Context: an optimization exercise on an open-source flow, tuned for small area, a short achievable clock period and few clock cycles per item. The choices shown serve that exercise and are no tape-out recipe. In this exercise RTL edits were held to simulation tests only and were not proved equivalent to the original. Power figures rest on the tool's default switching activity, not on a simulated workload.

--- flow/run.sh ---
#!/bin/bash
# Own layout flow: the standard ORFS flow, with these changes:
#  - synthesis is the standard flow's own script (synth_recipe.tcl) with yosys's generic "abc -fast" pass
#    skipped (SYNTH_ARGS=-noabc) and the final ABC mapping script replaced: flow/abc_leaf.script
#    for the small combinational modules, flow/abc_top.script for the top module. Registers and
#    their names are untouched by either change;
#  - the port buffers are sky130_fd_sc_hd__buf_2 instead of the default choice;
#  - repair_timing aims for a setup margin of flow/margin.txt ns.
# ORFS writes each step's log under orfs/logs; make's own output goes to make.log here.
set -euo pipefail
W=$PWD
FL=$W/flow
RES=$W/orfs/results/$FLOW_PLATFORM/redmule_mx_encoder/base
MARGIN=$(cat $FL/margin.txt)
cat > $W/own_synth.tcl <<EOT
proc abc {args} {
  set i [lsearch -exact \$args -script]
  set leaf \$args
  lset leaf [expr {\$i + 1}] $FL/abc_leaf.script
  set top \$args
  lset top [expr {\$i + 1}] $FL/abc_top.script
  yosys abc {*}\$leaf redmule_mx_enc redmule_mx_norm
  yosys abc {*}\$top $FLOW_TOP
}
source $W/synth_recipe.tcl
EOT
export BUFFER_PORTS_ARGS="-buffer_cell sky130_fd_sc_hd__buf_2"
export SETUP_SLACK_MARGIN=$MARGIN
export SYNTH_ARGS=-noabc
make -C $FLOW_HOME DESIGN_CONFIG=$W/config.mk WORK_HOME=$W/orfs CLKGATE_MAP_FILE= \
  SYNTH_SCRIPT=$W/own_synth.tcl "BUFFER_PORTS_ARGS=$BUFFER_PORTS_ARGS" \
  SETUP_SLACK_MARGIN=$MARGIN SYNTH_ARGS=-noabc finish > $W/make.log 2>&1
: # left out here: write the final layout as DEF
--- flow/abc_top.script ---
&get -n
&st
&dch -f
&nf -R 1000
&st
&syn2
&dch -f
&nf -R 1000
&st
&syn2
&dch -f
&nf -R 1000
&put
--- flow/margin.txt ---
42.5
--- config.mk ---
export PLATFORM = sky130hd
export DESIGN_NAME = redmule_mx_encoder
export DESIGN_NICKNAME = redmule_mx_encoder
export VERILOG_FILES = /design/flow/design.v
export SDC_FILE = /design/flow/constraint.sdc
export NUM_CORES = 8
export LEC_CHECK = 0
export CAP_MARGIN = 20
export CORE_MARGIN = 2
export CORE_UTILIZATION = 40
export CTS_BUF_LIST = sky130_fd_sc_hd__clkbuf_4 sky130_fd_sc_hd__clkbuf_8
export CTS_CLUSTER_SIZE = 24
export PLACE_DENSITY = 0.5
export SLEW_MARGIN = 20
export SYNTH_HIERARCHICAL = 1
--- flow/abc_leaf.script ---
&get -n
&st
&deepsyn -T 60
&st
&dch -f
&nf -R 1000
&put
--- design.v ---
module redmule_mx_norm (
  input logic [15:0] x_i,
  output logic [11:0] el_o
);
  logic [9:0] m, pre, h;
  logic [5:0] ks;
  logic [4:0] fs;
  logic enz;
  assign m = x_i[9:0];
  assign enz = |x_i[14:10];
  always_comb begin
    pre[9] = 1'b0;
    for (int i = 8; i >= 0; i--) pre[i] = pre[i + 1] | m[i + 1];
  end
  assign h = m & ~pre;
  always_comb begin
    ks = '0;
    for (int i = 0; i < 10; i++) ks = ks | ({6{h[i]}} & 6'(i + 23));
  end
  assign fs[4] = |(h[9:1] & m[8:0]);
  assign fs[3] = |(h[9:2] & m[7:0]);
  assign fs[2] = |(h[9:3] & m[6:0]);
  assign fs[1] = |(h[9:4] & m[5:0]);
  assign fs[0] = |(m[4:0] & pre[8:4]);
  assign el_o[11] = x_i[15];
  assign el_o[10:5] = enz ? {1'b1, x_i[14:10]} : ks;
  assign el_o[4:0] = enz ? {m[9:6], |m[5:0]} : fs;
endmodule
module redmule_mx_enc (
  input logic [11:0] el_i,
  input logic [5:0] kn_i,
  output logic [7:0] q_o
);
  logic [4:0] f, g;
  logic [5:0] k, j;
  logic [6:0] cy;
  logic co, rnd, nrm, sat, s0, s1, s2, s3, nz, r0, r1, t0, t1;
  logic [2:0] r;
  logic [3:0] sub;
  logic [6:0] c;
  assign f = el_i[4:0];
  assign k = el_i[10:5];
  assign co = &f[4:1];
  assign cy[0] = co;
  always_comb
    for (int i = 0; i < 6; i++) begin
      j[i] = k[i] ^ kn_i[i] ^ cy[i];
      cy[i + 1] = (k[i] & kn_i[i]) | (cy[i] & (k[i] ^ kn_i[i]));
    end
  assign rnd = f[1] & (f[0] | f[2]);
  assign r[0] = f[2] ^ rnd;
  assign r[1] = f[3] ^ (f[2] & f[1]);
  assign r[2] = f[4] ^ (f[3] & f[2] & f[1]);
  assign g = co ? 5'd0 : f;
  assign nz = |j[3:0];
  assign nrm = (j[5] && j[4] && nz) || (j == 6'd0);
  assign sat = (j == 6'd0) || (&j[3:0] && &r);
  assign s0 = j == 6'd48;
  assign s1 = j == 6'd47;
  assign s2 = j == 6'd46;
  assign s3 = j == 6'd45;
  assign r0 = g[2] & (g[1] | g[0] | g[3]);
  assign r1 = g[3] & (g[2] | g[1] | g[0] | g[4]);
  assign t0 = g[4] & g[3] & r0;
  assign t1 = g[4] & r1;
  assign sub[3] = s0 & t0;
  assign sub[2] = (s0 & !t0) | (s1 & t1);
  assign sub[1] = (s0 & (g[4] ^ (g[3] & r0))) | (s1 & !t1) | (s2 & g[4]);
  assign sub[0] = (s0 & (g[3] ^ r0)) | (s1 & (g[4] ^ r1)) | (s2 & !g[4]) | (s3 & |g);
  assign c[6:3] = nrm ? (j[3:0] | {4{sat}}) : {3'b000, sub[3]};
  assign c[2:0] = nrm ? (sat ? 3'b110 : r) : sub[2:0];
  assign q_o = {el_i[11], c};
endmodule
module redmule_mx_encoder #(
  parameter int DATA_W = 256,
  parameter int BITW = 16,
  parameter int NUM_LANES = 8
) (
  input logic clk_i,
  input logic rst_i,
  input logic fp16_valid_i,
  output logic fp16_ready_o,
  input logic [NUM_LANES*BITW-1:0] fp16_data_i,
  output logic mx_val_valid_o,
  input logic mx_val_ready_i,
  output logic [DATA_W-1:0] mx_val_data_o,
  output logic mx_exp_valid_o,
  input logic mx_exp_ready_i,
  output logic [7:0] mx_exp_data_o
);
  localparam int EW = 12;
  logic [NUM_LANES*EW-1:0] w_norm;
  logic [NUM_LANES*EW-1:0] r_c, r_d;
  logic [127:0] r_a, r_b;
  logic [EW-1:0] w_el [32];
  logic [255:0] w_enc;
  logic [5:0] r_km, w_kmax, w_kn;
  logic [47:0] w_kl, r_kl;
  logic r_klv;
  logic [8:0] w_col [6];
  logic [8:0] w_alive [7];
  logic w_special;
  logic [1:0] r_cnt, w_cnt;
  logic r_full, w_full, r_rdy, w_rdy, r_val_v, w_val_v, r_exp_v, w_exp_v;
  logic [7:0] r_exp;
  logic w_acc, w_go, w_lda, w_ldb, w_hda, w_hdb;
  for (genvar l = 0; l < NUM_LANES; l++) begin : g_norm
    redmule_mx_norm u_norm (.x_i(fp16_data_i[BITW*l +: BITW]), .el_o(w_norm[EW*l +: EW]));
    assign w_kl[6*l +: 6] = w_norm[EW*l + 5 +: 6];
  end
  always_comb
    for (int l = 0; l < NUM_LANES; l++) begin
      w_el[l] = r_c[EW*l +: EW];
      w_el[8 + l] = r_d[EW*l +: EW];
      w_el[16 + l] = r_a[EW*l +: EW];
      w_el[24 + l] = r_b[EW*l +: EW];
    end
  always_comb
    for (int b = 0; b < 6; b++) begin
      for (int i = 0; i < 8; i++) w_col[b][i] = r_kl[6*i + b] & r_klv;
      w_col[b][8] = r_km[b];
    end
  assign w_alive[6] = '1;
  always_comb
    for (int b = 5; b >= 0; b--) begin
      w_kmax[b] = |(w_alive[b + 1] & w_col[b]);
      w_alive[b] = w_alive[b + 1] & (w_col[b] | {9{!w_kmax[b]}});
    end
  assign w_special = &w_kmax;
  assign w_kn = w_kmax == 6'd0 ? 6'd16 : ~w_kmax;
  for (genvar i = 0; i < 32; i++) begin : g_enc
    logic [7:0] q;
    redmule_mx_enc u_enc (.el_i(w_el[i]), .kn_i(w_kn), .q_o(q));
    assign w_enc[8*i +: 8] = w_special ? 8'h7F : q;
  end
  assign w_acc = fp16_valid_i && r_rdy;
  assign w_lda = r_rdy && r_cnt == 2'd2;
  assign w_ldb = r_rdy && r_cnt == 2'd3;
  assign w_hda = !(w_go || w_lda);
  assign w_hdb = !(w_go || w_ldb);
  assign w_go = r_full && !r_exp_v;
  always_comb begin
    w_cnt = r_cnt + 2'(w_acc);
    w_full = (r_full && !w_go) || (w_acc && r_cnt == 2'd3);
    w_val_v = w_go || (r_val_v && !mx_val_ready_i);
    w_exp_v = w_go || (r_exp_v && !mx_exp_ready_i);
    case (w_cnt)
      2'd0: w_rdy = !w_full || !w_exp_v;
      2'd1: w_rdy = 1'b1;
      default: w_rdy = !w_val_v;
    endcase
  end
  always_ff @(posedge clk_i) begin
    if (rst_i) begin
      r_cnt <= '0;
      r_full <= 1'b0;
      r_rdy <= 1'b1;
      r_val_v <= 1'b0;
      r_exp_v <= 1'b0;
      r_klv <= 1'b0;
      r_km <= '0;
    end else begin
      r_klv <= w_acc;
      r_km <= w_go ? 6'd0 : w_kmax;
      r_cnt <= w_cnt;
      r_full <= w_full;
      r_rdy <= w_rdy;
      r_val_v <= w_val_v;
      r_exp_v <= w_exp_v;
    end
  end
  always_ff @(posedge clk_i) begin
    r_kl <= w_kl;
    if (r_rdy && r_cnt == 2'd0) r_c <= w_norm;
    if (r_rdy && r_cnt == 2'd1) r_d <= w_norm;
    r_a[95:0] <= ({96{w_go}} & w_enc[95:0]) | ({96{w_lda}} & w_norm) | ({96{w_hda}} & r_a[95:0]);
    r_b[95:0] <= ({96{w_go}} & w_enc[223:128]) | ({96{w_ldb}} & w_norm) | ({96{w_hdb}} & r_b[95:0]);
    if (w_go) begin
      r_a[127:96] <= w_enc[127:96];
      r_b[127:96] <= w_enc[255:224];
    end
    if (w_go) r_exp <= w_special ? 8'hFF : w_kmax == 6'd0 ? 8'h00 : 8'(w_kmax) + 8'd72;
  end
  assign fp16_ready_o = r_rdy;
  assign mx_val_valid_o = r_val_v;
  assign mx_exp_valid_o = r_exp_v;
  assign mx_val_data_o = {r_b, r_a};
  assign mx_exp_data_o = r_exp;
endmodule
--- standard.sh ---
#!/bin/bash
# synth_recipe.tcl (not shown) runs the flow's synth.tcl, then flattens the netlist and writes it again
# the make line also repeats each setting of config.mk as NAME=value (left out here)
make -C /OpenROAD-flow-scripts/flow DESIGN_CONFIG=/design/flow/config.mk WORK_HOME=/design/flow/orfs CLKGATE_MAP_FILE= SYNTH_SCRIPT=/design/flow/synth_recipe.tcl "${@:-finish}"
--- constraint.sdc ---
create_clock -name core_clock -period 55.0 [get_ports {clk_i}]
set_input_delay 11.0000 -clock core_clock [delete_from_list [all_inputs] [get_ports {clk_i}]]
set_output_delay 11.0000 -clock core_clock [all_outputs]
set_load 0.01 [all_outputs]
==> out/results.ini, run 1 <==
[clock_network]
path_clk_slew_ps = 60
tritoncts = done
cts_hold_bufs = 0
clk_root_buffer_cell = clkbuf_8
clockBufferDepth = 3
clock-sinks = 517
number_of_buffers_created_by_cts = 95
h-tree-depth = 3
worstSkewPairLatency_ps = 730

[timing]
timing_max_transition_violations_final = 0
rsz0062_at_grt = yes
min_period_over_period = 0.226
clock_skew_ps = 31.2
final_period_minus_worst_setup_slack_ps = 12450
timing.setup.tns_ps = 0
hold_viol_final = 0
max_clock_freq_mhz = 80.4
fin_hold_ws_ps = 445
setup_violations = 0
worst_slew_margin_relative_to_its_limit = 0.233
worst_slew_pin_slew_ps = 1150

[die]
floorplan.die_area_um2 = 86500
die_height_um = 294
initial_core_util = 0.403
die-width_um = 294
core_outline_area_um2 = 83600
pin_count = 400
fp_rows = 106

[yosys]
synth.distinct_cells = 50
synthesis.area_per_instance_um2 = 9.03
async_flop_share = 0
synth_sequential_area_ratio = 0.386
post_synth_edffs = 264
synth.area.top_cells = edfxtp_1, dfxtp_1, fa_1, nand2_1, o21ai_0
synth_seq_cells = 517
mappedNetlistArea_um2 = 33700
synthDominantAreaCellType = edfxtp_1
syn-instance-count = 3730
synth_top_area_share = 0.235
yosys_warnings = 15
ys_dominant_reg_cell = edfxtp_1

[worst_setup_path]
reg2regPathDepth = 37
cpLargestDelayFamily = flip-flops
endpoint_kind = output pin
crit_type = register to output pin
critical_path_required_ps = 44000
r2r_slack_ps = 43400
cp.buffers_inverters = 1
path_max_fanout = 5
cp.arrival_ps = 1450
timing.rr.start = r_klv$_SDFF_PP0_
cpMaxStageDelayCell = dfxtp_1
timing.critical_path.cells = buf_2
critPathMaxStageDelay_ps = 470
r2r-end = r_b[74]$_DFF_P_
worstSetupStartpointType = register

[power]
power.ir.vdd_worst_v = 0.0000311
power_density_nw_per_um2 = 61.0
power_leakage_nw = 15.5

[cells_and_area]
synth_to_layout_area_growth_pct = 17.9
final_common_cell = nand2_1
final_net_count = 4580
layout_common_cells = nand2_1, o21ai_0, buf_2
post_layout_nonfiller_instances = 5384
layout-drive-gt1-share = 0.172

[routing]
route.detailed.drc = 0
ant_nets = 0
via_count = 32200
avgViaCountPerCell = 5.97
firstDrtPassIters = 6
detail_route.wl_per_cell_um = 24.3
drt_wl_total_um = 131000
iter_0_drt_violations = 2980

[placed_design]
place_hpwl_um = 95700
place_congestion = 0.938
port_buffers = 399
count_of_placed_standard_cells_including_taps = 5196

[status]
status = no timing/DRC/antenna violations

[min_path]
hold_path_class = register to register
worst_hold_path.endpoint = r_a[95]$_DFF_P_
min_from = r_d[47]$_DFFE_PP_
hold_path_depth = 2

[run]
maxCapViolations = 0

[global_routing]
number_of_global_route_vias_before_repair = 30400
grt_remaining_overflow = 0
largest_net_degree_at_the_start_of_global_routing = 100
groute.usage.overall = 0.296
first_pass_grt_wire_length_um = 195000
antenna_found_initial = 2

==> per-layer routing <==
layer	vias up	routed length (um)	global-route usage
met1	15800	57500	0.403
met2	1072	62400	0.490
met4	0	3170	0.0744
met5	-	0	0
met3	171	7650	0.0478
li1	15200	-	-
==> power breakdown <==
group          internal, W  total (W)  switching [W]
Clock             0.000237   0.000416       0.000179
Sequential        0.000528   0.000696       0.000168
Combinational     0.000509    0.00131       0.000801
==> cells by family after synthesis <==
group	count (synthesis)	synth area share
fa+ha+maj	227	0.120
buf+inv	155	0.0217
compound gates	1165	0.220
simple gates	1569	0.227
xor+xnor	97	0.0252
flops	517	0.386
==> final cells by class <==
cell class | count | area, um2
fill | 8207 | 43900
multi-input combinational | 3058 | 20400
sequential | 517 | 13100
timing repair buffer | 433 | 2250
clock buffer | 141 | 1740
tap | 1080 | 1350
inverter | 115 | 450
clock inverter | 38 | 398
antenna | 2 | 5.00
==> per-module statistics from Yosys, one instance, submodules excluded <==
module | cells inside | copies in the design | area (um2) | flops+latches
redmule_mx_norm | 76 | 8 | 387 | 0
redmule_mx_encoder | 1298 | 1 | 17400 | 517
redmule_mx_enc | 57 | 32 | 410 | 0
==> worst max-delay path by stage <==
| stage | start | slack (ps) | cells past startpoint | endpoint |
|---|---|---|---|---|
| global placement | fp16_data_i[12] | 41630 | 9 | r_b[6]$_DFF_P_ |
| global route | fp16_data_i[35] | 42430 | 13 | r_b[25]$_DFF_P_ |
| detailed placement | fp16_data_i[12] | 41680 | 9 | r_b[6]$_DFF_P_ |
| finish | r_a[36]$_DFF_P_ | 42550 | 1 | mx_val_data_o[36] |
| floorplan | fp16_data_i[22] | 42430 | 10 | r_a[13]$_DFF_P_ |
| CTS | fp16_data_i[35] | 42500 | 13 | r_a[25]$_DFF_P_ |
==> stage by stage <==
step / total power, W / setup slack, ps / util / area (um2)
finish: 0.00242 / 42550 / 0.475 / 39700
detailed placement: 0.00199 / 41680 / 0.447 / 37400
global route: 0.00262 / 42430 / 0.475 / 39700
CTS: 0.00242 / 42500 / 0.473 / 39600
global placement: 0.00201 / 41630 / 0.447 / 37400
floorplan: 0.00155 / 42430 / - / 34100
==> cell usage after synthesis (87+ instances only) <==
library cell and n:
a22oi_1 170, nand2_1 626, nor2_1 192, xnor2_1 97, edfxtp_1 264, dfxtp_1 253
a21oi_1 193, fa_1 160, and2_0 104, nor3_1 129, nand3_1 87, clkinv_1 115
o21ai_0 438
==> flip-flops by register name, indices dropped and copies added (netlist names) <==
register	count
r_c	96
r_kl	48
r_cnt	2
r_exp_v	1
r_b	128
r_full	1
r_klv	1
r_val_v	1
r_rdy	1
r_d	96
r_km	6
r_exp	8
r_a	128
==> what timing repair did <==
item                                    CTS  global route
resized for setup                        34            44
pin swaps                                 0             6
setup buffers                             0             7
endpoints found under the setup margin   36            93
Testbench counts, summed over its fixed seeds: cycles 2,064, blocks 512.
==> inputs of run 2 (changes only) <==
--- a/flow/run.sh
+++ b/flow/run.sh
@@ -4,7 +4,8 @@
 #    skipped (SYNTH_ARGS=-noabc) and the final ABC mapping script replaced: flow/abc_leaf.script
 #    for the small combinational modules, flow/abc_top.script for the top module. Registers and
 #    their names are untouched by either change;
-#  - the port buffers are sky130_fd_sc_hd__buf_2 instead of the default choice;
+#  - the port buffers are sky130_fd_sc_hd__buf_2 instead of the default choice, and the output
+#    ports' buffers become sky130_fd_sc_hd__buf_1 after global placement (flow/post_gpl.tcl);
 #  - repair_timing aims for a setup margin of flow/margin.txt ns.
 # ORFS writes each step's log under orfs/logs; make's own output goes to make.log here.
 set -euo pipefail
@@ -27,6 +28,7 @@
 export BUFFER_PORTS_ARGS="-buffer_cell sky130_fd_sc_hd__buf_2"
 export SETUP_SLACK_MARGIN=$MARGIN
 export SYNTH_ARGS=-noabc
+if [[ -f $FL/post_gpl.tcl ]]; then export POST_GLOBAL_PLACE_TCL=$FL/post_gpl.tcl; fi
 make -C $FLOW_HOME DESIGN_CONFIG=$W/config.mk WORK_HOME=$W/orfs CLKGATE_MAP_FILE= \
   SYNTH_SCRIPT=$W/own_synth.tcl "BUFFER_PORTS_ARGS=$BUFFER_PORTS_ARGS" \
   SETUP_SLACK_MARGIN=$MARGIN SYNTH_ARGS=-noabc finish > $W/make.log 2>&1
==> flow/margin.txt (replaced) <==
42.7
==> flow/post_gpl.tcl (new file) <==
# The output ports drive only their 0.01 pF load: give their buffers the smallest drive.
set n 0
foreach bt [[ord::get_db_block] getBTerms] {
  if {[$bt getIoType] ne "OUTPUT"} continue
  foreach it [[$bt getNet] getITerms] {
    if {![$it isOutputSignal]} continue
    set inst [$it getInst]
    if {[[$inst getMaster] getName] eq "sky130_fd_sc_hd__buf_2"} {
      replace_cell [get_cells [$inst getName]] sky130_fd_sc_hd__buf_1
      incr n
    }
  }
}
puts "post_gpl: $n output port buffers set to sky130_fd_sc_hd__buf_1"
--- a/config.mk
+++ b/config.mk
@@ -8,8 +8,8 @@
 export CAP_MARGIN = 20
 export CORE_MARGIN = 2
 export CORE_UTILIZATION = 40
-export CTS_BUF_LIST = sky130_fd_sc_hd__clkbuf_4 sky130_fd_sc_hd__clkbuf_8
-export CTS_CLUSTER_SIZE = 24
+export CTS_CLUSTER_DIAMETER = 150
+export CTS_CLUSTER_SIZE = 25
 export PLACE_DENSITY = 0.5
 export SLEW_MARGIN = 20
 export SYNTH_HIERARCHICAL = 1
==> run 2 against run 1 <==
Effect of this change:
- sequential share of layout area increased by 1.2 points
- utilization decreased by 1.1 points
- register-to-register slack improved by 310 ps
- still clean on timing, DRC and antenna
- largest power group unchanged
==> out/results.ini, run 2 <==
[worst_setup_path]
path_max_fanout = 8  ; +3
setup.worst_path.start = fp16_data_i[87]
reg2regPathDepth = 39  ; +5.4%
critical_path_required_ps = 55480  ; +11480 ps
timing.rr.start = r_klv$_SDFF_PP0_
worstSetupStartpointType = input pin
critPathCapture = r_c[61]$_DFFE_PP_
cp.arrival_ps = 12790  ; +11340 ps
r2r_slack_ps = 43710  ; +310 ps
cpMaxStageDelayCell = or3_4
timing.critical_path.cells = buf_2 -> or3_4 -> nor3_4 -> nand2_2 -> a31oi_4 -> nand2_1 -> o21ai_1 -> a21oi_1 -> o21ai_2 -> buf_4
critPathMaxStageDelay_ps = 440  ; -30 ps
crit_type = input pin to register
endpoint_kind = register
r2r-end = r_b[82]$_DFF_P_

[timing]
worst_slew_margin_relative_to_its_limit = 0.287  ; +0.0549
timing.setup.tns_ps = 0  ; unchanged
hold_viol_final = 0  ; unchanged
setup_violations = 0  ; unchanged
clock_skew_ps = 32.5  ; +1.32 ps
max_clock_freq_mhz = 81.3  ; +1.1%
final_period_minus_worst_setup_slack_ps = 12310  ; -138 ps
min_period_over_period = 0.224  ; -0.00251
layout_setup_ws_ps = 42690  ; +138 ps
worst_slew_pin_slew_ps = 1050  ; -98.9 ps
timing_max_transition_violations_final = 0  ; unchanged
rsz0062_at_grt = yes

[die]
fp_rows = 106  ; unchanged
die_height_um = 294  ; unchanged
floorplan.die_area_um2 = 86500  ; unchanged
core_outline_area_um2 = 83600  ; unchanged
pin_count = 400  ; unchanged
initial_core_util = 0.403  ; unchanged
die-width_um = 294  ; unchanged

[cells_and_area]
seq_area_um2 = 13200  ; +1.2%
multi_input_comb_area_um2 = 20700  ; +1.1%
layout-drive-gt1-share = 0.128  ; -0.0440
post_layout_nonfiller_instances = 5298  ; -1.6%
final_core_util = 0.464  ; -0.0108
final_net_count = 4560  ; -0.44%
final_common_cell = nand2_1
layout_common_cells = nand2_1, o21ai_0, edfxtp_1
biggestRegsByFlops = r_a x128, r_b x128
synth_to_layout_area_growth_pct = 15.2
antenna_cells_inserted = 0  ; -2
final_cell_area_um2 = 38800  ; -2.3%
fillers = 8313  ; +1.3%

[yosys]
syn-instance-count = 3730  ; unchanged
post_synth_edffs = 264  ; unchanged
yosys_warnings = 15  ; unchanged
post_synth_most_frequent_cells = nand2_1, o21ai_0, edfxtp_1
synth.distinct_cells = 50  ; unchanged
ys_dominant_reg_cell = edfxtp_1
synth.area.top_cells = edfxtp_1, dfxtp_1, fa_1, nand2_1, o21ai_0
synthesis.area_per_instance_um2 = 9.03  ; unchanged
synth_seq_cells = 517  ; unchanged
yosys.cell_count.top_type = nand2_1
synthDominantAreaCellType = edfxtp_1
synth_sequential_area_ratio = 0.386  ; unchanged
synth_top_area_share = 0.235  ; unchanged
mappedNetlistArea_um2 = 33700  ; unchanged
async_flop_share = 0  ; unchanged

[clock_network]
clockBufferDepth = 3  ; unchanged
tritoncts = done
path_clk_slew_ps = 110  ; +50 ps
clk_root_buffer_cell = clkbuf_16
h-tree-depth = 1  ; -2
cts_hold_bufs = 0  ; unchanged
worstSkewPairLatency_ps = 620  ; -110 ps
clock-sinks = 517  ; unchanged
number_of_buffers_created_by_cts = 24  ; -75%

[routing]
drt_wl_total_um = 129000  ; -1.5%
route.detailed.drc = 0  ; unchanged
firstDrtPassIters = 6  ; unchanged
detail_route.wl_per_cell_um = 24.3  ; about the same
via_count = 32100  ; -0.29%
iter_0_drt_violations = 3016  ; +1.2%
avgViaCountPerCell = 6.05  ; +1.3%
ant_nets = 0  ; unchanged

[power]
power_density_nw_per_um2 = 57.2  ; -6.3%
power_leakage_nw = 14.4  ; -7.2%
power.ir.vdd_worst_v = 0.0000325  ; +4.6%

[run]
maxCapViolations = 0  ; unchanged

[min_path]
hold_path_class = register to register
hold_path_depth = 2  ; unchanged

[placed_design]
placed_cell_area_um2 = 37100  ; -0.86%
port_buffers = 399  ; unchanged
dp_worst_setup_slack_ps = 41770  ; +93.9 ps
place_hpwl_um = 94300  ; -1.4%
count_of_placed_standard_cells_including_taps = 5193  ; -0.058%

[global_routing]
groute.usage.overall = 0.288  ; -0.00799
number_of_global_route_vias_before_repair = 29500  ; -3.0%
grt_remaining_overflow = 0  ; unchanged
largest_net_degree_at_the_start_of_global_routing = 176  ; +76%
antenna_found_initial = 2  ; unchanged
first_pass_grt_wire_length_um = 190000  ; -2.5%

[status]
status = no timing/DRC/antenna violations

-- run 2: cell count changes in the layout (fill, tap and decap cells not counted), moves of 16 or more --
cell	before	now
clkbuf_16	0	25
clkbuf_8	109	0
clkbuf_1	0	18
dfxtp_4	1	23
clkbuf_4	32	2
buf_1	0	229
dfxtp_2	50	110
dfxtp_1	202	120
buf_2	399	155
clkinv_1	121	105
buf_4	34	85
-- run 2: kinds of logic after synthesis --
logic type	after synthesis	share of synthesized area
simple gates	1569	0.227
xor+xnor	97	0.0252
fa+ha+maj	227	0.120
flops	517	0.386
compound gates	1165	0.220
buf+inv	155	0.0217
-- run 2: worst min-delay path by stage --
stage	start	end	slack, ps
floorplan	r_full$_SDFF_PP0_	r_full$_SDFF_PP0_	450
global placement	r_d[47]$_DFFE_PP_	r_a[95]$_DFF_P_	430
detailed placement	r_d[11]$_DFFE_PP_	r_a[71]$_DFF_P_	430
CTS	r_c[59]$_DFFE_PP_	r_a[39]$_DFF_P_	460
global route	r_c[23]$_DFFE_PP_	r_a[15]$_DFF_P_	490
finish	r_c[59]$_DFFE_PP_	r_a[39]$_DFF_P_	460
-- run 2: worst max-delay path, delay by kind of cell --
kind	cells	cell delay, ps
buffers and inverters	2	330
AO/OA/AOI/OAI	4	600
AND/OR/NAND/NOR	4	850
-- run 2: stage by stage --
step	power, W	hold WS (ps)
3_3_place_gp	0.00199	431
5_1_grt	0.00240	487
6_report	0.00222	464
3_5_place_dp	0.00197	431
2_1_floorplan	0.00155	453
4_1_cts	0.00221	460
-- run 2: per-layer routing --
metal  routed length (um)  global-route usage  vias to the layer above
met5                    0                   0                        -
met4                 3040              0.0622                        0
met3                 7240              0.0304                      146
met2                61000               0.478                     1093
met1                57500               0.406                    15800
li1                     -                   -                    15000
-- run 2: layout make-up --
type / instances / share of cell area
clock inverter: 1 / 0.000226
multi-input combinational: 3058 / 0.533
sequential: 517 / 0.341
clock buffer: 43 / 0.0179
tap: 1080 / 0.0348
inverter: 115 / 0.0116
timing repair buffer: 484 / 0.0621
-- run 2: timing repair --
item                       in CTS  in global routing
setup endpoints to repair     243                190
buffers inserted               10                 51
pin swaps                      10                 55
resized for setup             179                121
-- run 2: Yosys stat by module, one instance, submodules excluded --
module / flops+latches / cells / area (um2) / times used
redmule_mx_norm: 0 / 76 / 387 / 8
redmule_mx_enc: 0 / 57 / 410 / 32
redmule_mx_encoder: 517 / 1298 / 17400 / 1
-- run 2: power breakdown --
part / internal, W / total [W] / switching (W)
sequential: 0.000538 / 0.000707 / 0.000169
clock: 0.0000870 / 0.000223 / 0.000136
combinational: 0.000496 / 0.00129 / 0.000791
total: 0.00112 / 0.00222 / 0.00110
==> inputs of run 3 (changes only) <==
==> flow/margin.txt (replaced) <==
42.5
==> run 3 against run 2 <==
Effect of this change:
- sequential power down 2%
- clock-buffer cell count unchanged
- critical path type is now register to output pin
- still clean
- worst hold slack worse by 7.6 ps
- final area down 1.9%
- sequential share of layout area up 0.092 points
- sequential cell count unchanged
- utilization down 0.88 points
- register-to-register slack worse by 70 ps
- wire length up 0.71%
- total power down 0.46%
- clock power down 2%
==> out/results.ini, run 3 <==
[status]
status = no timing/DRC/antenna violations

[yosys]
yosys_warnings = 15  ; unchanged
synthDominantAreaCellType = edfxtp_1
mappedNetlistArea_um2 = 33700  ; unchanged
synth_seq_cells = 517  ; unchanged
post_synth_edffs = 264  ; unchanged
synthesis.area_per_instance_um2 = 9.03  ; unchanged
yosys.cell_count.top_type = nand2_1
synth_sequential_area_ratio = 0.386  ; unchanged
ys_dominant_reg_cell = edfxtp_1
post_synth_most_frequent_cells = nand2_1, o21ai_0, edfxtp_1
synth.distinct_cells = 50  ; unchanged
async_flop_share = 0  ; unchanged
syn-instance-count = 3730  ; unchanged
synth_top_area_share = 0.235  ; unchanged
synth.area.top_cells = edfxtp_1, dfxtp_1, fa_1, nand2_1, o21ai_0

[worst_setup_path]
cp.buffers_inverters = 1  ; -1
reg2regPathDepth = 37  ; -5.1%
cp_num_cells = 1  ; -9
path_max_fanout = 10  ; +2
critical_path_required_ps = 44000  ; -11480 ps
timing.rr.start = r_klv$_SDFF_PP0_
cp.arrival_ps = 1440  ; -11350 ps
r2r_slack_ps = 43640  ; -70 ps
critPathCapture = mx_val_data_o[39]
worstSetupStartpointType = register
crit_type = register to output pin
setup.worst_path.start = r_a[39]$_DFF_P_
timing.critical_path.cells = buf_1
cpMaxStageDelayCell = dfxtp_1
critPathMaxStageDelay_ps = 630  ; +190 ps
endpoint_kind = output pin
r2r-end = r_a[82]$_DFF_P_
cpLargestDelayFamily = flip-flops

[cells_and_area]
final_net_count = 4523  ; -0.81%
synth_to_layout_area_growth_pct = 13.0
final_common_cell = nand2_1
biggestRegsByFlops = r_a x128, r_b x128
layout-drive-gt1-share = 0.0744  ; -0.0539
layout_common_cells = nand2_1, o21ai_0, buf_1
antenna_cells_inserted = 0  ; unchanged

[clock_network]
number_of_buffers_created_by_cts = 24  ; unchanged
path_clk_slew_ps = 100  ; about the same
h-tree-depth = 1  ; unchanged
clock-sinks = 517  ; unchanged
tritoncts = done
clockBufferDepth = 3  ; unchanged
clk_root_buffer_cell = clkbuf_16
worstSkewPairLatency_ps = 610  ; about the same
cts_hold_bufs = 0  ; unchanged

[global_routing]
largest_net_degree_at_the_start_of_global_routing = 100  ; -43%
number_of_global_route_vias_before_repair = 29800  ; +1.2%
first_pass_grt_wire_length_um = 193000  ; +1.2%
groute.usage.overall = 0.291  ; +0.00274
grt_remaining_overflow = 0  ; unchanged
antenna_found_initial = 1  ; -1

[timing]
worst_slew_pin_slew_ps = 1090  ; +37.5 ps
setup_violations = 0  ; unchanged
layout_setup_ws_ps = 42560  ; -136 ps
clock_skew_ps = 18.3  ; -14.2 ps
final_period_minus_worst_setup_slack_ps = 12440  ; +136 ps
min_period_over_period = 0.226  ; +0.00247
worst_slew_margin_relative_to_its_limit = 0.266  ; -0.0216
max_clock_freq_mhz = 80.4  ; -1.1%
timing_max_transition_violations_final = 0  ; unchanged
timing.setup.tns_ps = 0  ; unchanged
hold_viol_final = 0  ; unchanged
rsz0062_at_grt = yes

[power]
pwr-share-seq = 0.314  ; -0.005
p_comb_frac = 0.587  ; +0.006
switching_share = 0.501  ; +0.00708
power_density_nw_per_um2 = 58.0  ; +1.5%
clockPowerShare = 0.099  ; about the same
power_leakage_nw = 14.0  ; -2.8%
power.ir.vdd_worst_v = 0.0000330  ; +1.4%
cellInternalPower_w = 0.00110  ; -1.9%
net-switching-power_w = 0.00111  ; +0.97%

[die]
die-width_um = 294  ; unchanged
fp_rows = 106  ; unchanged
pin_count = 400  ; unchanged
core_outline_area_um2 = 83600  ; unchanged
die_height_um = 294  ; unchanged
initial_core_util = 0.403  ; unchanged
floorplan.die_area_um2 = 86500  ; unchanged

[routing]
firstDrtPassIters = 7  ; +1
iter_0_drt_violations = 2838  ; -5.9%
ant_nets = 0  ; unchanged
avgViaCountPerCell = 6.07  ; +0.25%
route.detailed.drc = 0  ; unchanged
drt_wl_total_um = 130000  ; +0.71%
detail_route.wl_per_cell_um = 24.6  ; +1.4%
via_count = 31900  ; -0.45%

[run]
maxCapViolations = 0  ; unchanged

[min_path]
hold_path_class = register to register

[placed_design]
place_hpwl_um = 95600  ; +1.3%
dp_worst_setup_slack_ps = 41680  ; -91.0 ps
port_buffers = 399  ; unchanged

==> run 3: cell counts after synthesis <==
No cell type changed its count.
==> run 3: final cells by class <==
cell class	count	area, um2
Timing Repair Buffer	447	2040
Sequential cell	517	13000
Fill cell	8371	45500
Multi-Input combinational cell	3058	20500
Clock inverter	1	8.76
Clock buffer	43	693
Tap cell	1080	1350
Inverter	115	467
==> run 3: per-stage QoR <==
stage | instances | hold slack [ps] | power [W] | area, um2 | util
after floorplan | 3730 | 453 | 0.00155 | 34100 | -
after global placement | 5196 | 428 | 0.00201 | 37400 | 0.447
after detailed placement | 5196 | 431 | 0.00198 | 37000 | 0.443
after CTS | 5243 | 458 | 0.00220 | 37800 | 0.452
after global routing | 5261 | 475 | 0.00239 | 38000 | 0.455
final | 5261 | 456 | 0.00221 | 38000 | 0.455
==> run 3: power groups by stage <==
stage	combinational (W)	clock [W]	sequential (W)
finish	0.00130	0.000219	0.000692
global route	0.00145	0.000237	0.000706
CTS	0.00128	0.000226	0.000692
detailed placement	0.00128	0	0.000700
global placement	0.00130	0	0.000702
floorplan	0.000879	0	0.000667
==> run 3: modules after synthesis (local to each module, per instance) <==
| module | cells inside | flip-flops and latches | copies in the design |
|---|---|---|---|
| redmule_mx_encoder | 1298 | 517 | 1 |
| redmule_mx_enc | 57 | 0 | 32 |
| redmule_mx_norm | 76 | 0 | 8 |
==> run 3: how the worst min path moves through the flow <==
stage	startpoint	cells past startpoint	endpoint	slack (ps)
after floorplan	r_full$_SDFF_PP0_	2	r_full$_SDFF_PP0_	450
after global placement	r_d[11]$_DFFE_PP_	2	r_a[71]$_DFF_P_	430
after detailed placement	r_c[23]$_DFFE_PP_	2	r_a[15]$_DFF_P_	430
after CTS	r_c[23]$_DFFE_PP_	2	r_a[15]$_DFF_P_	460
after global routing	r_c[23]$_DFFE_PP_	2	r_a[15]$_DFF_P_	480
final	r_c[11]$_DFFE_PP_	2	r_a[7]$_DFF_P_	460
==> run 3: per-layer routing <==
layer  vias up  track usage  share of wire
li1      15000            -              -
met1     15800        0.399           0.44
met2      1055        0.490           0.48
met3       132       0.0408          0.059
met4         0       0.0577          0.022
met5         -            0              0
==> run 3: kinds of logic (layout without fill, tap and decap cells) <==
group	Yosys count	in the layout	synth area share
simple gates	1569	1569	0.227
compound gates	1165	1165	0.220
flops	517	517	0.386
fa+ha+maj	227	227	0.120
buf+inv	155	606	0.0217
xor+xnor	97	97	0.0252
==> run 3: timing repair <==
action,4_1_cts,5_1_grt
endpoints found under the setup margin,40,125
gates cloned,0,0
pin swaps,2,9
buffers inserted,3,17
gates resized for setup,13,38
==> inputs of run 4 (changes only) <==
--- a/config.mk
+++ b/config.mk
@@ -7,9 +7,9 @@
 export LEC_CHECK = 0
 export CAP_MARGIN = 20
 export CORE_MARGIN = 2
-export CORE_UTILIZATION = 40
+export CORE_UTILIZATION = 55
 export CTS_CLUSTER_DIAMETER = 150
 export CTS_CLUSTER_SIZE = 25
-export PLACE_DENSITY = 0.5
+export PLACE_DENSITY = 0.65
 export SLEW_MARGIN = 20
 export SYNTH_HIERARCHICAL = 1
==> run 4 against run 3 <==
Effect of this change:
- still clean
- fmax about the same
- clock-buffer cell count unchanged
- clock skew increased by 12 ps
- final area decreased by 1.2%
- critical path type unchanged
==> out/results.ini, run 4 <==
[global_routing]
groute.usage.overall = 0.353  ; +0.0621
first_pass_grt_wire_length_um = 175000  ; -9.5%
antenna_found_initial = 5  ; +4
grt_remaining_overflow = 0  ; unchanged
largest_net_degree_at_the_start_of_global_routing = 111  ; +11%
number_of_global_route_vias_before_repair = 29300  ; -1.7%

[clock_network]
worstSkewPairLatency_ps = 600  ; about the same
clk_root_buffer_cell = clkbuf_16
path_clk_slew_ps = 110  ; about the same
number_of_buffers_created_by_cts = 24  ; unchanged
h-tree-depth = 1  ; unchanged
cts_hold_bufs = 0  ; unchanged
clock-sinks = 517  ; unchanged
clockBufferDepth = 3  ; unchanged
tritoncts = done

[timing]
timing_max_transition_violations_final = 0  ; unchanged
setup_violations = 0  ; unchanged
final_period_minus_worst_setup_slack_ps = 12450  ; +3.50 ps
worst_slew_pin_slew_ps = 1090  ; +4.36 ps
clock_skew_ps = 30.1  ; +11.8 ps
rsz0062_at_grt = yes
timing.setup.tns_ps = 0  ; unchanged
hold_viol_final = 0  ; unchanged
worst_slew_margin_relative_to_its_limit = 0.269  ; +0.00322
min_period_over_period = 0.226  ; about the same
max_clock_freq_mhz = 80.3  ; about the same

[placed_design]
count_of_placed_standard_cells_including_taps = 4897  ; -5.8%
place_hpwl_um = 84500  ; -12%
port_buffers = 399  ; unchanged

[routing]
detail_route.wl_per_cell_um = 23.1  ; -6.2%
via_count = 32300  ; +1.3%
firstDrtPassIters = 6  ; -1
route.detailed.drc = 0  ; unchanged
drt_wl_total_um = 115000  ; -12%
iter_0_drt_violations = 4118  ; +45%
avgViaCountPerCell = 6.52  ; +7.5%
ant_nets = 0  ; unchanged

[worst_setup_path]
path_max_fanout = 9  ; -1
crit_type = register to output pin
timing.rr.start = r_klv$_SDFF_PP0_
critical_path_required_ps = 44000  ; about the same
timing.critical_path.cells = buf_1
cp.buffers_inverters = 1  ; unchanged
critPathMaxStageDelay_ps = 570  ; -60 ps
cpMaxStageDelayCell = dfxtp_1
worstSetupStartpointType = register
r2r-end = r_b[82]$_DFF_P_
cpLargestDelayFamily = flip-flops
endpoint_kind = output pin
r2r_slack_ps = 43150  ; -490 ps
cp.arrival_ps = 1450  ; about the same
reg2regPathDepth = 41  ; +11%

[cells_and_area]
final_common_cell = nand2_1
fillers = 5348  ; -36%
biggestRegsByFlops = r_a x128, r_b x128
layout-drive-gt1-share = 0.0711  ; -0.00326
final_net_count = 4518  ; -0.11%
synth_to_layout_area_growth_pct = 11.7
layout_common_cells = nand2_1, o21ai_0, buf_1
post_layout_nonfiller_instances = 4960  ; -5.7%

[yosys]
yosys_warnings = 15  ; unchanged
synth.area.top_cells = edfxtp_1, dfxtp_1, fa_1, nand2_1, o21ai_0
synth.distinct_cells = 50  ; unchanged
synthDominantAreaCellType = edfxtp_1
synth_sequential_area_ratio = 0.386  ; unchanged
async_flop_share = 0  ; unchanged
synth_top_area_share = 0.235  ; unchanged
synth_seq_cells = 517  ; unchanged
synthesis.area_per_instance_um2 = 9.03  ; unchanged
mappedNetlistArea_um2 = 33700  ; unchanged
ys_dominant_reg_cell = edfxtp_1
post_synth_most_frequent_cells = nand2_1, o21ai_0, edfxtp_1
syn-instance-count = 3730  ; unchanged
yosys.cell_count.top_type = nand2_1
post_synth_edffs = 264  ; unchanged

[power]
power_density_nw_per_um2 = 58.0  ; about the same
power.ir.vdd_worst_v = 0.0000386  ; +17%
power_leakage_nw = 14.0  ; -0.29%

[run]
maxCapViolations = 0  ; unchanged

[min_path]
hold_path_class = register to register
hold_path_depth = 2  ; unchanged
worst_hold_path.endpoint = r_a[71]$_DFF_P_
min_from = r_d[11]$_DFFE_PP_

[die]
core_outline_area_um2 = 60500  ; -28%
fp_rows = 90  ; -15%
floorplan.die_area_um2 = 63200  ; -27%
pin_count = 400  ; unchanged
die-width_um = 251  ; -15%
initial_core_util = 0.557  ; +0.154
die_height_um = 251  ; -15%

[status]
status = no timing/DRC/antenna violations

==> run 4: cell counts after synthesis <==
Identical to the previous run, type by type.
==> run 4: kinds of logic (layout without fill, tap and decap cells) <==
| family | after synthesis | after routing | share of synthesized area |
|---|---|---|---|
| AOI/OAI and AO/OA | 1165 | 1165 | 0.220 |
| xor gates and xnor gates | 97 | 97 | 0.0252 |
| DFF | 517 | 517 | 0.386 |
| other | 0 | 2 | 0 |
| buffers and inverters | 155 | 601 | 0.0217 |
| adders and majority gates | 227 | 227 | 0.120 |
| and+or+nand+nor | 1569 | 1569 | 0.227 |
==> run 4: repair_timing <==
item	CTS	global route
setup buffers	2	15
pin swaps	1	13
hold endpoints to repair	0	0
endpoints found under the setup margin	10	121
gates resized for setup	5	36
==> run 4: report_power, final <==
part | internal [W] | total (W) | switching, W | leakage, nW
clock | 0.0000868 | 0.000213 | 0.000127 | 0.334
sequential | 0.000522 | 0.000683 | 0.000161 | 4.56
combinational | 0.000493 | 0.00128 | 0.000789 | 9.09
==> run 4: Yosys stat by module (local to each module, per instance) <==
module              cell area [um2]  cells inside
redmule_mx_enc                  410            57
redmule_mx_encoder            17400          1298
redmule_mx_norm                 387            76
==> run 4: worst register-to-register path: cells and delay by family (launching register included) <==
family | cells | cell delay, ps
simple gates | 19 | 4430
xor+xnor | 2 | 390
buf+inv | 6 | 2240
fa+ha+maj | 4 | 1710
flops | 1 | 600
compound gates | 10 | 2360
==> run 4: metal layers <==
metal	GRT usage	vias up	wire length, um
met1	0.495	15500	47400
met4	0.104	6	3740
li1	-	15000	-
met5	0	-	38
met2	0.564	1644	52400
met3	0.0596	225	11100
==> run 4: stage by stage <==
step | utilization | hold WS, ps | cell area, um2 | power (W) | setup slack (ps)
final | 0.622 | 443 | 37600 | 0.00218 | 42550
after global routing | 0.622 | 456 | 37600 | 0.00235 | 42480
after CTS | 0.618 | 450 | 37400 | 0.00215 | 42500
after detailed placement | 0.606 | 433 | 36700 | 0.00194 | 41660
after global placement | 0.612 | 427 | 37000 | 0.00195 | 41690
after floorplan | - | 453 | 34100 | 0.00155 | 42430
==> run 4: how the worst max path moves through the flow <==
stage	from	end	slack, ps	depth (start not counted)
floorplan	fp16_data_i[22]	r_a[13]$_DFF_P_	42430	10
global placement	fp16_data_i[51]	r_a[37]$_DFF_P_	41690	13
detailed placement	fp16_data_i[51]	r_b[37]$_DFF_P_	41660	13
CTS	fp16_data_i[44]	r_a[33]$_DFF_P_	42500	9
global route	fp16_data_i[12]	r_b[3]$_DFF_P_	42480	8
finish	r_a[74]$_DFF_P_	mx_val_data_o[74]	42550	1
==> run 4: final cells by class <==
type                       instances  area, um2  share of cell area
antenna                            2       5.00            0.000133
clock buffer                      43        693              0.0184
clock inverter                     1       8.76            0.000233
inverter                         115        463              0.0123
multi-input combinational       3058      20500               0.544
sequential                       517      13000               0.346
tap                              782        978              0.0260
timing repair buffer             442       1990              0.0529
==> inputs of run 5 (changes only) <==
==> flow/abc_top.script (replaced) <==
&get -n
&st
&deepsyn -T 300
&st
&dch -f
&nf -R 1000
&put
==> run 5 against run 4 <==
Effect of this change:
- still clean
- clock-buffer cell count did not move
- die area fell by 0.41%
- synthesized cell count fell by 0.48%
- global-route usage rose by 1.0 points
- critical path type unchanged
- critical endpoint is now mx_val_data_o[49]
==> out/results.ini, run 5 <==
[worst_setup_path]
crit_type = register to output pin
path_max_fanout = 9  ; unchanged
cpMaxStageDelayCell = dfxtp_1
critPathMaxStageDelay_ps = 570  ; about the same
cp.arrival_ps = 1450  ; about the same
cp_num_cells = 1  ; unchanged
cp.buffers_inverters = 1  ; unchanged
worstSetupStartpointType = register
cpLargestDelayFamily = flip-flops
reg2regPathDepth = 37  ; -9.8%
endpoint_kind = output pin
critical_path_required_ps = 44000  ; about the same
timing.critical_path.cells = buf_1

[power]
power.ir.vdd_worst_v = 0.0000324  ; -16%
total_power_w = 0.00198  ; -9.3%
power_leakage_nw = 14.1  ; +0.66%
power_density_nw_per_um2 = 52.7  ; -9.0%

[clock_network]
clk_root_buffer_cell = clkbuf_16
clock-sinks = 517  ; unchanged
worstSkewPairLatency_ps = 620  ; +20 ps
clockBufferDepth = 3  ; unchanged
tritoncts = done
h-tree-depth = 1  ; unchanged
number_of_buffers_created_by_cts = 24  ; unchanged
path_clk_slew_ps = 100  ; about the same
cts_hold_bufs = 0  ; unchanged

[cells_and_area]
final_net_count = 4501  ; -0.38%
synth_to_layout_area_growth_pct = 11.8
final_core_util = 0.621  ; -0.000643
final_common_cell = nand2_1
seq_area_um2 = 13000  ; about the same
fillers = 5383  ; +0.65%
layout_common_cells = nand2_1, o21ai_0, buf_1
layout-drive-gt1-share = 0.0736  ; +0.00245
multi_input_comb_area_um2 = 20500  ; unchanged
biggestRegsByFlops = r_a x128, r_b x128

[routing]
detail_route.wl_per_cell_um = 23.8  ; +3.0%
ant_nets = 0  ; unchanged
iter_0_drt_violations = 3494  ; -15%
drt_wl_total_um = 118000  ; +2.6%
via_count = 32200  ; -0.32%
firstDrtPassIters = 8  ; +2
avgViaCountPerCell = 6.52  ; about the same
route.detailed.drc = 0  ; unchanged

[placed_design]
port_buffers = 399  ; unchanged
place_hpwl_um = 86500  ; +2.4%
dp_worst_setup_slack_ps = 41820  ; +158 ps

[global_routing]
first_pass_grt_wire_length_um = 175000  ; +0.50%
grt_remaining_overflow = 0  ; unchanged
number_of_global_route_vias_before_repair = 29000  ; -1.3%
groute.usage.overall = 0.363  ; +0.0100
largest_net_degree_at_the_start_of_global_routing = 91  ; -18%
antenna_found_initial = 2  ; -3

[timing]
max_clock_freq_mhz = 80.3  ; about the same
rsz0062_at_grt = no
layout_setup_ws_ps = 42550  ; -2.60 ps
worst_slew_margin_relative_to_its_limit = 0.271  ; +0.00193
timing.setup.tns_ps = 0  ; unchanged
setup_violations = 0  ; unchanged
worst_slew_pin_slew_ps = 1090  ; -8.92 ps
hold_viol_final = 0  ; unchanged
min_period_over_period = 0.226  ; about the same
timing_max_transition_violations_final = 0  ; unchanged
final_period_minus_worst_setup_slack_ps = 12450  ; +2.60 ps
clock_skew_ps = 31.6  ; +1.52 ps

[yosys]
post_synth_edffs = 264  ; unchanged
synthDominantAreaCellType = edfxtp_1
synth_seq_cells = 517  ; unchanged
synth.area.top_cells = edfxtp_1, dfxtp_1, fa_1, nand2_1, o21ai_0
yosys.cell_count.top_type = nand2_1
syn-instance-count = 3712  ; -0.48%
mappedNetlistArea_um2 = 33500  ; -0.41%
post_synth_most_frequent_cells = nand2_1, o21ai_0, edfxtp_1
yosys_warnings = 15  ; unchanged
synth.distinct_cells = 47  ; -6.0%
synth_sequential_area_ratio = 0.388  ; +0.00158
synth_top_area_share = 0.236  ; +0.000967
synthesis.area_per_instance_um2 = 9.03  ; about the same
ys_dominant_reg_cell = edfxtp_1
async_flop_share = 0  ; unchanged

[die]
die_height_um = 251  ; -0.20%
pin_count = 400  ; unchanged
fp_rows = 90  ; unchanged
core_outline_area_um2 = 60400  ; -0.19%
floorplan.die_area_um2 = 63000  ; -0.41%
die-width_um = 251  ; -0.20%
initial_core_util = 0.555  ; -0.00124

[min_path]
hold_path_depth = 2  ; unchanged
hold_path_class = register to register

[run]
maxCapViolations = 0  ; unchanged

[status]
status = no timing/DRC/antenna violations

## run 5: cell count changes in the layout (fill, tap and decap cells not counted), sizes merged, moves of 32 or more
| cell | before | now |
|---|---|---|
| o21ai | 438 | 318 |
| nand3 | 87 | 208 |
| a22oi | 170 | 202 |
| nand2b | 11 | 68 |
| or2 | 73 | 16 |
| nor2 | 192 | 224 |
## run 5: path summary, 6_finish.rpt
kind / startpoint / endpoint / slack, ps
max: r_a[49]$_DFF_P_ / mx_val_data_o[49] / 42550
min: r_a[71]$_DFF_P_ / r_a[71]$_DFF_P_ / 480
max reg2reg: r_klv$_SDFF_PP0_ / r_a[34]$_DFF_P_ / 43160
min reg2reg: r_a[71]$_DFF_P_ / r_a[71]$_DFF_P_ / 480
## run 5: where the power goes
part / switching, W / internal (W)
registers: 0.000155 / 0.000511
logic: 0.000668 / 0.000427
clock network: 0.000129 / 0.0000868
total: 0.000952 / 0.00102
## run 5: logic make-up (layout without fill, tap and decap cells)
kind of cell	Yosys count	after routing	share of synthesized area
and+or+nand+nor	1701	1701	0.246
xor gates and xnor gates	97	97	0.0253
buffers and inverters	128	575	0.0188
AOI/OAI and AO/OA	1042	1042	0.202
DFF	517	517	0.388
adders and majority gates	227	227	0.121
other	0	2	0
## run 5: final cells by class
| class | instances | share of cell area |
|---|---|---|
| Antenna cell | 2 | 0.000134 |
| Multi-Input combinational cell | 3067 | 0.546 |
| Clock buffer | 43 | 0.0185 |
| Inverter | 88 | 0.00938 |
| Clock inverter | 1 | 0.000234 |
| Tap cell | 782 | 0.0261 |
| Sequential cell | 517 | 0.347 |
| Timing Repair Buffer | 443 | 0.0532 |
## run 5: repair_timing
item | CTS | global route
endpoints found under the setup margin | 4 | 58
gates cloned | 0 | 0
resized for setup | 2 | 23
buffers inserted | 0 | 17
pin swaps | 0 | 15
## run 5: through the flow
step                hold slack, ps  instances  instance area [um2]
floorplan                      475       3712                33900
global placement               454       4880                36900
detailed placement             463       4880                36600
CTS                            485       4924                37300
global route                   512       4941                37500
finish                         482       4943                37500
## run 5: modules after synthesis (local to each module, per instance)
module              flip-flops and latches  area (um2)
redmule_mx_enc                           0         410
redmule_mx_encoder                     517       17300
redmule_mx_norm                          0         387
## run 5: routing by layer
layer  track usage  vias up  part of all wire
li1              -    14900                 -
met1         0.492    15500              0.40
met2         0.559     1595              0.44
met3        0.0844      262              0.10
met4         0.157        2             0.048
met5             0        -           0.00010
==> inputs of run 6 (changes only) <==
--- a/flow/run.sh
+++ b/flow/run.sh
@@ -28,6 +28,7 @@
 export BUFFER_PORTS_ARGS="-buffer_cell sky130_fd_sc_hd__buf_2"
 export SETUP_SLACK_MARGIN=$MARGIN
 export SYNTH_ARGS=-noabc
+export REMOVE_ABC_BUFFERS=1
 if [[ -f $FL/post_gpl.tcl ]]; then export POST_GLOBAL_PLACE_TCL=$FL/post_gpl.tcl; fi
 make -C $FLOW_HOME DESIGN_CONFIG=$W/config.mk WORK_HOME=$W/orfs CLKGATE_MAP_FILE= \
   SYNTH_SCRIPT=$W/own_synth.tcl "BUFFER_PORTS_ARGS=$BUFFER_PORTS_ARGS" \
==> flow/abc_leaf.script (replaced) <==
&get -n
&st
&deepsyn -J 300 -T 900
&st
&dch -f
&nf -R 1000
&put
==> flow/abc_top.script (replaced) <==
&get -n
&st
&deepsyn -J 300 -T 900
&st
&dch -f
&nf -R 1000
&put
==> run 6 against run 5 <==
Effect of this change:
- fmax hardly changed
- sequential cell count is the same
- critical path depth is the same
- clock power about the same
- worst hold slack worse by 15 ps
- wire length down 0.51%
- via count rose by 0.47%
- total power up 0.40%
- sequential share of layout area grew 0.058 points
- setup slack worse by 8.9 ps
- critical path type unchanged
- critical endpoint is now mx_val_data_o[51]
==> out/results.ini, run 6 <==
[status]
status = no timing/DRC/antenna violations

[yosys]
syn-instance-count = 3712  ; unchanged
synth_top_area_share = 0.236  ; unchanged
yosys_warnings = 15  ; unchanged
synth.distinct_cells = 47  ; unchanged
post_synth_most_frequent_cells = nand2_1, o21ai_0, edfxtp_1
synth.area.top_cells = edfxtp_1, dfxtp_1, fa_1, nand2_1, o21ai_0
synth_seq_cells = 517  ; unchanged
synthesis.area_per_instance_um2 = 9.03  ; unchanged
ys_dominant_reg_cell = edfxtp_1
post_synth_edffs = 264  ; unchanged
async_flop_share = 0  ; unchanged
yosys.cell_count.top_type = nand2_1
synthDominantAreaCellType = edfxtp_1
synth_sequential_area_ratio = 0.388  ; unchanged
mappedNetlistArea_um2 = 33500  ; unchanged

[timing]
worst_slew_margin_relative_to_its_limit = 0.108  ; -0.163
max_clock_freq_mhz = 80.3  ; about the same
min_period_over_period = 0.227  ; about the same
hold_viol_final = 0  ; unchanged
timing.setup.tns_ps = 0  ; unchanged
clock_skew_ps = 36.3  ; +4.65 ps
rsz0062_at_grt = yes
worst_slew_pin_slew_ps = 1320  ; +236 ps
timing_max_transition_violations_final = 0  ; unchanged
setup_violations = 0  ; unchanged
final_period_minus_worst_setup_slack_ps = 12460  ; +8.90 ps

[worst_setup_path]
critPathMaxStageDelay_ps = 620  ; +50 ps
reg2regPathDepth = 37  ; unchanged
worstSetupStartpointType = register
r2r-end = r_b[74]$_DFF_P_
r2r_slack_ps = 43070  ; -90 ps
endpoint_kind = output pin
timing.critical_path.cells = buf_1
crit_type = register to output pin
cpMaxStageDelayCell = dfxtp_1
critical_path_required_ps = 44000  ; about the same
path_max_fanout = 10  ; +1
cp.arrival_ps = 1460  ; about the same
cp.buffers_inverters = 1  ; unchanged
cpLargestDelayFamily = flip-flops
timing.rr.start = r_klv$_SDFF_PP0_

[routing]
iter_0_drt_violations = 3788  ; +8.4%
drt_wl_total_um = 117000  ; -0.51%
firstDrtPassIters = 6  ; -2
via_count = 32400  ; +0.47%
ant_nets = 0  ; unchanged
avgViaCountPerCell = 6.56  ; +0.54%
detail_route.wl_per_cell_um = 23.7  ; -0.45%
route.detailed.drc = 0  ; unchanged

[run]
maxCapViolations = 0  ; unchanged

[cells_and_area]
final_common_cell = nand2_1
biggestRegsByFlops = r_a x128, r_b x128
final_net_count = 4500  ; -0.022%
post_layout_nonfiller_instances = 4940  ; -0.061%
final_cell_area_um2 = 37400  ; -0.16%
final_core_util = 0.620  ; -0.000975
synth_to_layout_area_growth_pct = 11.6
layout-drive-gt1-share = 0.0705  ; -0.00311
antenna_cells_inserted = 0  ; -2
layout_common_cells = nand2_1, o21ai_0, buf_1

[placed_design]
port_buffers = 399  ; unchanged
place_hpwl_um = 84900  ; -1.9%
count_of_placed_standard_cells_including_taps = 4876  ; -0.082%
placed_cell_area_um2 = 36200  ; -1.1%

[clock_network]
cts_hold_bufs = 0  ; unchanged
path_clk_slew_ps = 100  ; about the same
clockBufferDepth = 3  ; unchanged
h-tree-depth = 1  ; unchanged
tritoncts = done
number_of_buffers_created_by_cts = 24  ; unchanged
clk_root_buffer_cell = clkbuf_16
clock-sinks = 517  ; unchanged
worstSkewPairLatency_ps = 610  ; about the same

[power]
total_power_w = 0.00198  ; +0.40%
power.ir.vdd_worst_v = 0.0000312  ; -3.7%
power_leakage_nw = 14.1  ; about the same
power_density_nw_per_um2 = 53.0  ; +0.56%

[global_routing]
first_pass_grt_wire_length_um = 176000  ; +0.59%
largest_net_degree_at_the_start_of_global_routing = 158  ; +74%
number_of_global_route_vias_before_repair = 29300  ; +1.3%
antenna_found_initial = 1  ; -1
groute.usage.overall = 0.361  ; -0.00207
grt_remaining_overflow = 0  ; unchanged

[die]
die_height_um = 251  ; unchanged
pin_count = 400  ; unchanged
floorplan.die_area_um2 = 63000  ; unchanged
initial_core_util = 0.555  ; unchanged
die-width_um = 251  ; unchanged
fp_rows = 90  ; unchanged
core_outline_area_um2 = 60400  ; unchanged

[min_path]
min_from = r_b[95]$_DFF_P_
hold_path_depth = 2  ; unchanged
hold_path_class = register to register
worst_hold_path.endpoint = r_b[95]$_DFF_P_

-- run 6: kinds of logic after synthesis --
family,Yosys count,share of synthesized area
AND/OR/NAND/NOR,1701,0.246
AO/OA/AOI/OAI,1042,0.202
flip-flops,517,0.388
adder cells (fa/ha/maj),227,0.121
buffers and inverters,128,0.0188
XOR/XNOR,97,0.0253
-- run 6: how the worst max path moves through the flow --
stage / from / endpoint / slack [ps] / cells after the start
3_5_place_dp: fp16_data_i[60] / r_b[37]$_DFF_P_ / 41200 / 12
6_report: r_a[51]$_DFF_P_ / mx_val_data_o[51] / 42540 / 1
5_1_grt: fp16_data_i[28] / r_b[21]$_DFF_P_ / 42420 / 9
4_1_cts: fp16_data_i[54] / r_b[37]$_DFF_P_ / 42490 / 11
3_3_place_gp: fp16_data_i[60] / r_b[37]$_DFF_P_ / 41200 / 12
2_1_floorplan: r_klv$_SDFF_PP0_ / r_a[66]$_DFF_P_ / 41910 / 33
-- run 6: timing repair --
item                       in CTS  in global routing
buffers inserted                1                 19
gates cloned                    0                  0
pin swaps                       5                 16
setup endpoints to repair     194                124
resized for setup              69                 47
-- run 6: Yosys stat by module, one instance, submodules excluded --
| module | flip-flops and latches | cell area [um2] | times used |
|---|---|---|---|
| redmule_mx_enc | 0 | 410 | 32 |
| redmule_mx_encoder | 517 | 17300 | 1 |
| redmule_mx_norm | 0 | 387 | 8 |
-- run 6: area by class of cell --
| cell class | count | area, um2 |
|---|---|---|
| Fill cell | 5397 | 22900 |
| Multi-Input combinational cell | 3067 | 20400 |
| Sequential cell | 517 | 13000 |
| Timing Repair Buffer | 442 | 2000 |
| Tap cell | 782 | 978 |
| Clock buffer | 43 | 693 |
| Inverter | 88 | 349 |
| Clock inverter | 1 | 8.76 |
-- run 6: power by group --
part | total, W | internal (W) | switching [W]
clock network | 0.000215 | 0.0000867 | 0.000128
registers | 0.000670 | 0.000511 | 0.000159
logic | 0.00110 | 0.000428 | 0.000672
total | 0.00198 | 0.00102 | 0.000960
-- run 6: through the flow --
stage	setup WS, ps	hold WS (ps)
floorplan	41910	450
global placement	41200	435
detailed placement	41200	456
CTS	42490	470
global route	42420	500
finish	42540	466
-- run 6: layer usage --
metal | share of wire | wire, um | global-route usage | up-vias
li1 | - | - | - | 14900
met1 | 0.40 | 47200 | 0.496 | 15500
met2 | 0.45 | 52900 | 0.566 | 1719
met3 | 0.099 | 11600 | 0.0652 | 266
met4 | 0.046 | 5390 | 0.148 | 2
met5 | 0.000060 | 7 | 0 | -
==> inputs of run 7 (changes only) <==
--- a/flow/run.sh
+++ b/flow/run.sh
@@ -28,7 +28,6 @@
 export BUFFER_PORTS_ARGS="-buffer_cell sky130_fd_sc_hd__buf_2"
 export SETUP_SLACK_MARGIN=$MARGIN
 export SYNTH_ARGS=-noabc
-export REMOVE_ABC_BUFFERS=1
 if [[ -f $FL/post_gpl.tcl ]]; then export POST_GLOBAL_PLACE_TCL=$FL/post_gpl.tcl; fi
 make -C $FLOW_HOME DESIGN_CONFIG=$W/config.mk WORK_HOME=$W/orfs CLKGATE_MAP_FILE= \
   SYNTH_SCRIPT=$W/own_synth.tcl "BUFFER_PORTS_ARGS=$BUFFER_PORTS_ARGS" \
==> flow/margin.txt (replaced) <==
42.6
==> run 7 against run 6 <==
Effect of this change:
- still clean
- setup slack better by 59 ps
- register-to-register slack better by 220 ps
- global-route usage is 0.47 points higher
- sequential cell count is the same
- sequential share of layout area is 0.20 points lower
- combinational power about the same
==> out/results.ini, run 7 <==
[clock_network]
path_clk_slew_ps = 110  ; about the same
tritoncts = done
worstSkewPairLatency_ps = 620  ; about the same
clock-sinks = 517  ; unchanged
clk_root_buffer_cell = clkbuf_16
h-tree-depth = 1  ; unchanged

[timing]
hold_viol_final = 0  ; unchanged
fin_hold_ws_ps = 470  ; +3.12 ps
rsz0062_at_grt = yes
max_clock_freq_mhz = 80.7  ; +0.48%
clock_skew_ps = 27.6  ; -8.64 ps
final_period_minus_worst_setup_slack_ps = 12400  ; -59.3 ps
min_period_over_period = 0.225  ; -0.00108
worst_slew_pin_slew_ps = 1150  ; -174 ps

[yosys]
post_synth_most_frequent_cells = nand2_1, o21ai_0, edfxtp_1
synth_top_family_by_area = simple AND/OR/NAND/NOR gates
yosys_warnings = 15  ; unchanged
ys_dominant_reg_cell = edfxtp_1
synth_top_area_share = 0.236  ; unchanged
synthDominantAreaCellType = edfxtp_1
syn-instance-count = 3712  ; unchanged
synth.distinct_cells = 47  ; unchanged
synthesis.area_per_instance_um2 = 9.03  ; unchanged
synthAdderAreaFrac = 0.121  ; unchanged
synth_seq_cells = 517  ; unchanged
compound_gate_fraction_of_synth_area = 0.202  ; unchanged
synth_sequential_area_ratio = 0.388  ; unchanged
yosys.cell_count.top_type = nand2_1
mappedNetlistArea_um2 = 33500  ; unchanged
post_synth_edffs = 264  ; unchanged
synth_simple_gate_area_share = 0.246  ; unchanged

[die]
core_outline_area_um2 = 60400  ; unchanged
initial_core_util = 0.555  ; unchanged
fp_rows = 90  ; unchanged
pin_count = 400  ; unchanged
floorplan.die_area_um2 = 63000  ; unchanged

[global_routing]
number_of_global_route_vias_before_repair = 29200  ; -0.37%
groute.usage.overall = 0.366  ; +0.00473
largest_net_degree_at_the_start_of_global_routing = 93  ; -41%
first_pass_grt_wire_length_um = 178000  ; +0.73%

[routing]
detail_route.wl_per_cell_um = 24.0  ; +1.0%
via_count = 32400  ; -0.034%
iter_0_drt_violations = 3647  ; -3.7%
drt_wl_total_um = 119000  ; +1.3%
route.detailed.drc = 0  ; unchanged

[cells_and_area]
final_net_count = 4510  ; +0.22%
synth_to_layout_area_growth_pct = 12.5
layout_common_cells = nand2_1, o21ai_0, edfxtp_1
seq_area_um2 = 13000  ; +0.20%
layout-drive-gt1-share = 0.0866  ; +0.0161
fillers = 5418  ; +0.39%

[min_path]
worst_hold_path.endpoint = r_b[95]$_DFF_P_
hold_path_class = register to register
min_from = r_b[95]$_DFF_P_
hold_path_depth = 2  ; unchanged

[power]
power_leakage_nw = 14.2  ; +0.90%
pwr-share-seq = 0.337  ; about the same
power.ir.vdd_worst_v = 0.0000342  ; +9.5%
net-switching-power_w = 0.000959  ; -0.11%
power_density_nw_per_um2 = 52.7  ; -0.68%
clockPowerShare = 0.109  ; about the same
p_comb_frac = 0.554  ; about the same
switching_share = 0.483  ; -0.000938

[worst_setup_path]
cp.arrival_ps = 12940  ; +11480 ps
r2r-end = r_a[32]$_DFF_P_
crit_type = input pin to register
timing.rr.start = r_klv$_SDFF_PP0_
reg2regPathDepth = 38  ; +2.7%
worstSetupStartpointType = input pin
critical_path_required_ps = 55540  ; +11540 ps

[status]
status = no timing/DRC/antenna violations

## run 7: cell counts after synthesis
No cell type changed its count.
## run 7: critical path: stages
cell and delay, ps:
buf_2 110, nor3_2 220, nand2_2 180, nor2_4 250, clkinv_2 250, o221ai_1 610
a22oi_1 190, nand3_1 130
## run 7: logic make-up (layout without fill, tap and decap cells)
family	Yosys count	after routing
flops	517	517
fa+ha+maj	227	227
other cells	0	1
xor+xnor	97	97
simple gates	1701	1701
compound gates	1042	1042
buf+inv	128	584
## run 7: cell type report
cell class	instances	share of cell area
antenna	1	0.0000664
clock inverter	1	0.000232
clock buffer	43	0.0184
multi-input combinational	3067	0.546
tap	782	0.0259
inverter	88	0.00949
sequential	517	0.345
timing repair buffer	452	0.0551
## run 7: what timing repair did
item                       4_1_cts  5_1_grt
buffers inserted                 1       26
resized for setup               23       58
setup endpoints to repair       44      210
pin swaps                        1       28
hold buffers                     0        0
## run 7: how the worst max path moves through the flow
stage / endpoint / from / cells past startpoint / slack (ps)
after floorplan: r_a[25]$_DFF_P_ / fp16_data_i[38] / 10 / 42310
after global placement: r_a[61]$_DFF_P_ / fp16_data_i[83] / 13 / 41940
after detailed placement: r_a[33]$_DFF_P_ / fp16_data_i[44] / 9 / 41900
after CTS: mx_val_data_o[179] / r_b[51]$_DFF_P_ / 1 / 42600
after global routing: r_b[75]$_DFF_P_ / fp16_data_i[108] / 8 / 42550
final: r_b[75]$_DFF_P_ / fp16_data_i[108] / 8 / 42600
## run 7: power groups by stage
stage / clock network [W] / registers (W) / logic [W]
finish: 0.000216 / 0.000669 / 0.00110
global route: 0.000230 / 0.000680 / 0.00122
CTS: 0.000218 / 0.000665 / 0.00108
detailed placement: 0 / 0.000672 / 0.00107
global placement: 0 / 0.000669 / 0.00108
floorplan: 0 / 0.000650 / 0.000746
## run 7: per-module statistics from Yosys, one instance, submodules excluded
module	copies in the design	cells	cell area, um2	flip-flops and latches
redmule_mx_encoder	1	1280	17300	517
redmule_mx_enc	32	57	410	0
redmule_mx_norm	8	76	387	0
## run 7: routing by layer
layer	vias to the layer above	wire, um	GRT usage
li1	14900	-	-
met5	-	12	0
met4	2	6020	0.147
met1	15400	46700	0.499
met2	1717	53100	0.576
met3	326	12700	0.0691
## run 7: per-stage QoR
| stage | std cells | util | worst slack [ps] | cell area, um2 | total power, W |
|---|---|---|---|---|---|
| after floorplan | 3712 | - | 42310 | 34000 | 0.00140 |
| after global placement | 4878 | 0.612 | 41940 | 36900 | 0.00175 |
| after detailed placement | 4878 | 0.606 | 41900 | 36600 | 0.00174 |
| after CTS | 4923 | 0.619 | 42600 | 37400 | 0.00196 |
| after global routing | 4950 | 0.625 | 42550 | 37700 | 0.00213 |
| final | 4951 | 0.625 | 42600 | 37700 | 0.00199 |

## port drivers added, routing unchanged
The flow's constraints put no driver on any port. The routed layouts listed below were extracted and timed again, unchanged, in two steps. Step 1 assumes that a clkbuf_16 drives the clock port and a buf_2 every other input. Step 2 times the ports against the registers' clock, not the clock port: input delays grow and output delays shrink by t, the midpoint of the rising clock arrivals with the driver on. Three values: no drivers, after step 1, after step 2; two values: the first two.
| run | t, ns | setup slack, ns |
|---|---|---|
| run 1 | 0.783 | 42.555 / 42.490 / 41.817 |
| run 2 | 0.682 | 42.693 / 42.623 / 42.067 |
| run 3 | 0.678 | 42.557 / 42.484 / 41.947 |
| run 4 | 0.657 | 42.553 / 42.486 / 41.979 |
| run 5 | 0.667 | 42.551 / 42.486 / 41.945 |
| run 6 | 0.662 | 42.542 / 42.477 / 41.926 |
| run 7 | 0.672 | 42.601 / 42.564 / 41.977 |
After both steps every run listed still meets setup and hold.
